From an optimization exercise on the open Yosys and OpenROAD flow, aimed at small area and a short achievable clock period; shortcuts taken in it are not production practice. Function was checked by simulation only, so behaviour that the tests miss may differ from the original. Power figures rest on the tool's default switching activity, not on a simulated workload.

==> flow/design.v <==
module credit_if_else_raw_reg #(
  parameter int unsigned DEPTH    = 128,
  parameter logic [15:0] INIT_VAL = 16'd0
) (
  input  logic        clock,
  input  logic        reset,
  input  logic        req_valid,
  input  logic [15:0] req_bits_index,
  input  logic [15:0] req_bits_data_1,
  input  logic [7:0]  req_bits_opCode_1,
  input  logic [15:0] req_bits_data_0,
  input  logic [7:0]  req_bits_opCode_0,
  input  logic        req_bits_predicate,
  output logic        resp_valid,
  output logic [15:0] resp_bits_new_val,
  output logic        init_done,
  output logic [15:0] err_count
);
  localparam int unsigned AW = 7;
  localparam int unsigned CW = 8;
  logic [CW-1:0]   sweep_cnt;
  logic            sweep_on;
  assign sweep_on = !sweep_cnt[7];
  always_ff @(posedge clock or negedge reset) begin
    if (!reset)        sweep_cnt <= '0;
    else if (sweep_on) sweep_cnt <= sweep_cnt + CW'(1);
  end
  always_ff @(posedge clock or negedge reset) begin
    if (!reset) init_done <= 1'b0;
    else        init_done <= sweep_cnt[7];
  end
  logic [15:0]     mem [DEPTH];
  logic            a_valid;
  logic [AW-1:0]   a_addr;
  logic            a_zero;
  logic            a_badop;
  logic [1:0]      a_op;
  logic [15:0]     a_d;
  logic            a_keep;
  logic            a_wr;
  logic            a_arith;
  logic            a_sub;
  logic            b_valid;
  logic [AW-1:0]   b_addr;
  logic            b_err;
  logic            b_upd;      
  logic            b_sub;
  logic            b_dz;       
  logic [15:0]     b_d;        
  logic [15:0]     b_rd;
  logic            b_keep_c, b_keep_r, b_wr, b_ar_c, b_ar_r;
  logic [16:0]     sum_c, sum_r;
  logic            en_c, en_r;
  logic [15:0]     upd_val;
  logic [15:0]     new_val;
  logic [3:0]      w_p0;
  logic [3:0]      w_p1;
  logic [7:0]      w_p2;
  logic [15:0]     w_data;
  assign w_data = resp_bits_new_val;
  logic [7:0]      sel_op;
  assign sel_op = req_bits_predicate ? req_bits_opCode_1 : req_bits_opCode_0;
  always_ff @(posedge clock or negedge reset) begin
    if (!reset) begin
      a_valid <= 1'b0;
      a_zero  <= 1'b1;
    end else begin
      a_valid <= req_valid;
      a_zero  <= (req_bits_index[15:AW] != '0) || !init_done;
    end
  end
  always_ff @(posedge clock) begin
    a_addr  <= req_bits_index[AW-1:0];
    a_badop <= (sel_op[7:2] != '0);
    a_op    <= sel_op[1:0];
    a_d     <= req_bits_predicate ? req_bits_data_1 : req_bits_data_0;
  end
  assign a_keep  = !a_zero & (a_badop | (a_op == 2'd0));
  assign a_wr    = !a_zero & !a_badop & (a_op == 2'd1);
  assign a_arith = !a_zero & !a_badop & a_op[1];
  assign a_sub   = (a_op == 2'd3);
  logic [3:0]      a_oh;
  logic [15:0]     rd_t1 [32];
  logic [15:0]     rd_t2 [16];
  logic [15:0]     rd_t3 [8];
  logic [15:0]     rd_t4 [4];
  logic [15:0]     rd_t5 [2];
  logic [15:0]     rd_mux;
  always_ff @(posedge clock) begin
    a_oh <= 4'(1) << req_bits_index[1:0];
  end
  always_comb begin
    for (int i = 0; i < 32; i++)
      rd_t1[i] = ({16{a_oh[0]}} & mem[4*i])     | ({16{a_oh[1]}} & mem[4*i + 1])
               | ({16{a_oh[2]}} & mem[4*i + 2]) | ({16{a_oh[3]}} & mem[4*i + 3]);
    for (int i = 0; i < 16; i++) rd_t2[i] = a_addr[2] ? rd_t1[2*i+1] : rd_t1[2*i];
    for (int i = 0; i < 8; i++)  rd_t3[i] = a_addr[3] ? rd_t2[2*i+1] : rd_t2[2*i];
    for (int i = 0; i < 4; i++)  rd_t4[i] = a_addr[4] ? rd_t3[2*i+1] : rd_t3[2*i];
    for (int i = 0; i < 2; i++)  rd_t5[i] = a_addr[5] ? rd_t4[2*i+1] : rd_t4[2*i];
    rd_mux = a_addr[6] ? rd_t5[1] : rd_t5[0];
  end
  logic            w_hit;
  assign w_hit = w_p0[a_addr[1:0]] & w_p1[a_addr[3:2]] & w_p2[a_addr[6:4]];
  logic            fwd;
  assign fwd = b_valid & b_upd & (b_addr == a_addr);
  always_ff @(posedge clock or negedge reset) begin
    if (!reset) begin
      b_valid  <= 1'b0;
      b_keep_c <= 1'b0;
      b_keep_r <= 1'b0;
      b_wr    <= 1'b0;
      b_ar_c  <= 1'b0;
      b_ar_r  <= 1'b0;
    end else begin
      b_valid  <= a_valid;
      b_keep_c <= a_keep & fwd;
      b_keep_r <= a_keep & !fwd;
      b_wr    <= a_wr;
      b_ar_c  <= a_arith & fwd;
      b_ar_r  <= a_arith & !fwd;
    end
  end
  always_ff @(posedge clock) begin
    b_addr   <= a_addr;
    b_err    <= a_zero | a_badop;
    b_upd    <= a_wr | a_arith;
    b_sub    <= a_sub;
    b_dz     <= (a_d == '0);
    b_d      <= a_sub ? (~a_d + 16'd1) : a_d;
    b_rd     <= w_hit ? w_data : rd_mux;
  end
  assign sum_c = {1'b0, resp_bits_new_val} + {1'b0, b_d};
  assign sum_r = {1'b0, b_rd} + {1'b0, b_d};
  assign en_c  = b_ar_c & (sum_c[16] | b_dz | !b_sub);
  assign en_r  = b_ar_r & (sum_r[16] | b_dz | !b_sub);
  assign upd_val = ({16{b_wr}} & b_d)
                 | ({16{en_c}} & sum_c[15:0])
                 | ({16{en_r}} & sum_r[15:0]);
  assign new_val = upd_val
                 | ({16{b_keep_c}} & resp_bits_new_val)
                 | ({16{b_keep_r}} & b_rd);
  always_ff @(posedge clock or negedge reset) begin
    if (!reset) begin
      resp_valid <= 1'b0;
      err_count  <= '0;
    end else begin
      resp_valid <= b_valid;
      if (b_valid && b_err && (err_count != '1))
        err_count <= err_count + 16'd1;
    end
  end
  always_ff @(posedge clock) begin
    resp_bits_new_val <= new_val;
  end
  logic [AW-1:0]   w_src;
  logic            w_go;
  assign w_src = sweep_on ? sweep_cnt[AW-1:0] : b_addr;
  assign w_go  = sweep_on | (b_valid & b_upd);
  always_ff @(posedge clock or negedge reset) begin
    if (!reset) begin
      w_p2 <= '0;
    end else begin
      w_p2 <= w_go ? (8'(1) << w_src[6:4]) : 8'd0;
    end
  end
  always_ff @(posedge clock) begin
    w_p0   <= 4'(1) << w_src[1:0];
    w_p1   <= 4'(1) << w_src[3:2];
  end
  always_ff @(posedge clock) begin
    for (int i = 0; i < DEPTH; i++)
      if (w_p0[i % 4] & w_p1[(i / 4) % 4] & w_p2[i / 16]) mem[i] <= w_data;
  end
endmodule
clock: 5.5 ns
lec_check: 0
cap_margin: 20
core_margin: 2
core_utilization: 50
cts_cluster_diameter: 80
cts_cluster_size: 24
setup_slack_margin: 3.0
slew_margin: 20
run.sh (not shown) runs the stock make flow with config.mk's settings and CLKGATE_MAP_FILE= SYNTH_SCRIPT=/design/flow/synth_recipe.tcl, a recipe that flattens the netlist after the stock synthesis.
Change:
--- a/flow/design.v
+++ b/flow/design.v
@@ -58,5 +58,4 @@
   logic [7:0]      w_p2;
   logic [15:0]     w_data;
-  assign w_data = resp_bits_new_val;
   logic [7:0]      sel_op;
   assign sel_op = req_bits_predicate ? req_bits_opCode_1 : req_bits_opCode_0;
@@ -80,5 +79,5 @@
   assign a_arith = !a_zero & !a_badop & a_op[1];
   assign a_sub   = (a_op == 2'd3);
-  logic [3:0]      a_oh;
+  logic [15:0]     rd_t0 [64];
   logic [15:0]     rd_t1 [32];
   logic [15:0]     rd_t2 [16];
@@ -87,11 +86,7 @@
   logic [15:0]     rd_t5 [2];
   logic [15:0]     rd_mux;
-  always_ff @(posedge clock) begin
-    a_oh <= 4'(1) << req_bits_index[1:0];
-  end
   always_comb begin
-    for (int i = 0; i < 32; i++)
-      rd_t1[i] = ({16{a_oh[0]}} & mem[4*i])     | ({16{a_oh[1]}} & mem[4*i + 1])
-               | ({16{a_oh[2]}} & mem[4*i + 2]) | ({16{a_oh[3]}} & mem[4*i + 3]);
+    for (int i = 0; i < 64; i++) rd_t0[i] = a_addr[0] ? mem[2*i+1]   : mem[2*i];
+    for (int i = 0; i < 32; i++) rd_t1[i] = a_addr[1] ? rd_t0[2*i+1] : rd_t0[2*i];
     for (int i = 0; i < 16; i++) rd_t2[i] = a_addr[2] ? rd_t1[2*i+1] : rd_t1[2*i];
     for (int i = 0; i < 8; i++)  rd_t3[i] = a_addr[3] ? rd_t2[2*i+1] : rd_t2[2*i];
@@ -106,14 +101,10 @@
   always_ff @(posedge clock or negedge reset) begin
     if (!reset) begin
-      b_valid  <= 1'b0;
-      b_keep_c <= 1'b0;
-      b_keep_r <= 1'b0;
+      b_valid <= 1'b0;
       b_wr    <= 1'b0;
       b_ar_c  <= 1'b0;
       b_ar_r  <= 1'b0;
     end else begin
-      b_valid  <= a_valid;
-      b_keep_c <= a_keep & fwd;
-      b_keep_r <= a_keep & !fwd;
+      b_valid <= a_valid;
       b_wr    <= a_wr;
       b_ar_c  <= a_arith & fwd;
@@ -128,4 +119,6 @@
     b_dz     <= (a_d == '0);
     b_d      <= a_sub ? (~a_d + 16'd1) : a_d;
+    b_keep_c <= a_keep & fwd;
+    b_keep_r <= a_keep & !fwd;
     b_rd     <= w_hit ? w_data : rd_mux;
   end
@@ -167,4 +160,5 @@
     w_p0   <= 4'(1) << w_src[1:0];
     w_p1   <= 4'(1) << w_src[3:2];
+    w_data <= upd_val;
   end
   always_ff @(posedge clock) begin
Setup slack hardly moves; wire length came out lower by about a fifth; area after synthesis came out higher by a few percent; die area came out higher by a few percent; total power came out higher slightly; via count came out lower by about a fifth; fmax hardly moves; design area came out higher by a few percent.

[port drivers added, routing unchanged]
How much do the figures lean on ideal ports? The routed layouts below were timed once more, with nothing changed but the port constraints.
Step 1 (the two cells are an assumption about what drives the block):
set clk [get_ports {clock}]
set_driving_cell -lib_cell sky130_fd_sc_hd__clkbuf_16 $clk
set_driving_cell -lib_cell sky130_fd_sc_hd__buf_2 [delete_from_list [all_inputs] $clk]
Step 2 adds t to the input delays and takes it off the output delays; t is the mean of the earliest and latest rising clock arrival at the registers after step 1. Input paths then give back, and output paths get back, about the clock's delay inside the block.
Three values: ideal ports, drivers, drivers and shift; two values: the first two.
run	t (ns)	setup slack, ns	hold slack, ns	latest minus earliest clock arrival (ns)	cell pins on the clock port's net
the first run	0.863	2.611 / 2.611 / 2.611	0.363 / 0.363 / 0.363	0.047 / 0.047	1
the second run	0.871	2.612 / 2.612 / 2.612	0.365 / 0.337 / 0.365	0.047 / 0.047	1
After both steps setup and hold are still met in every run listed.
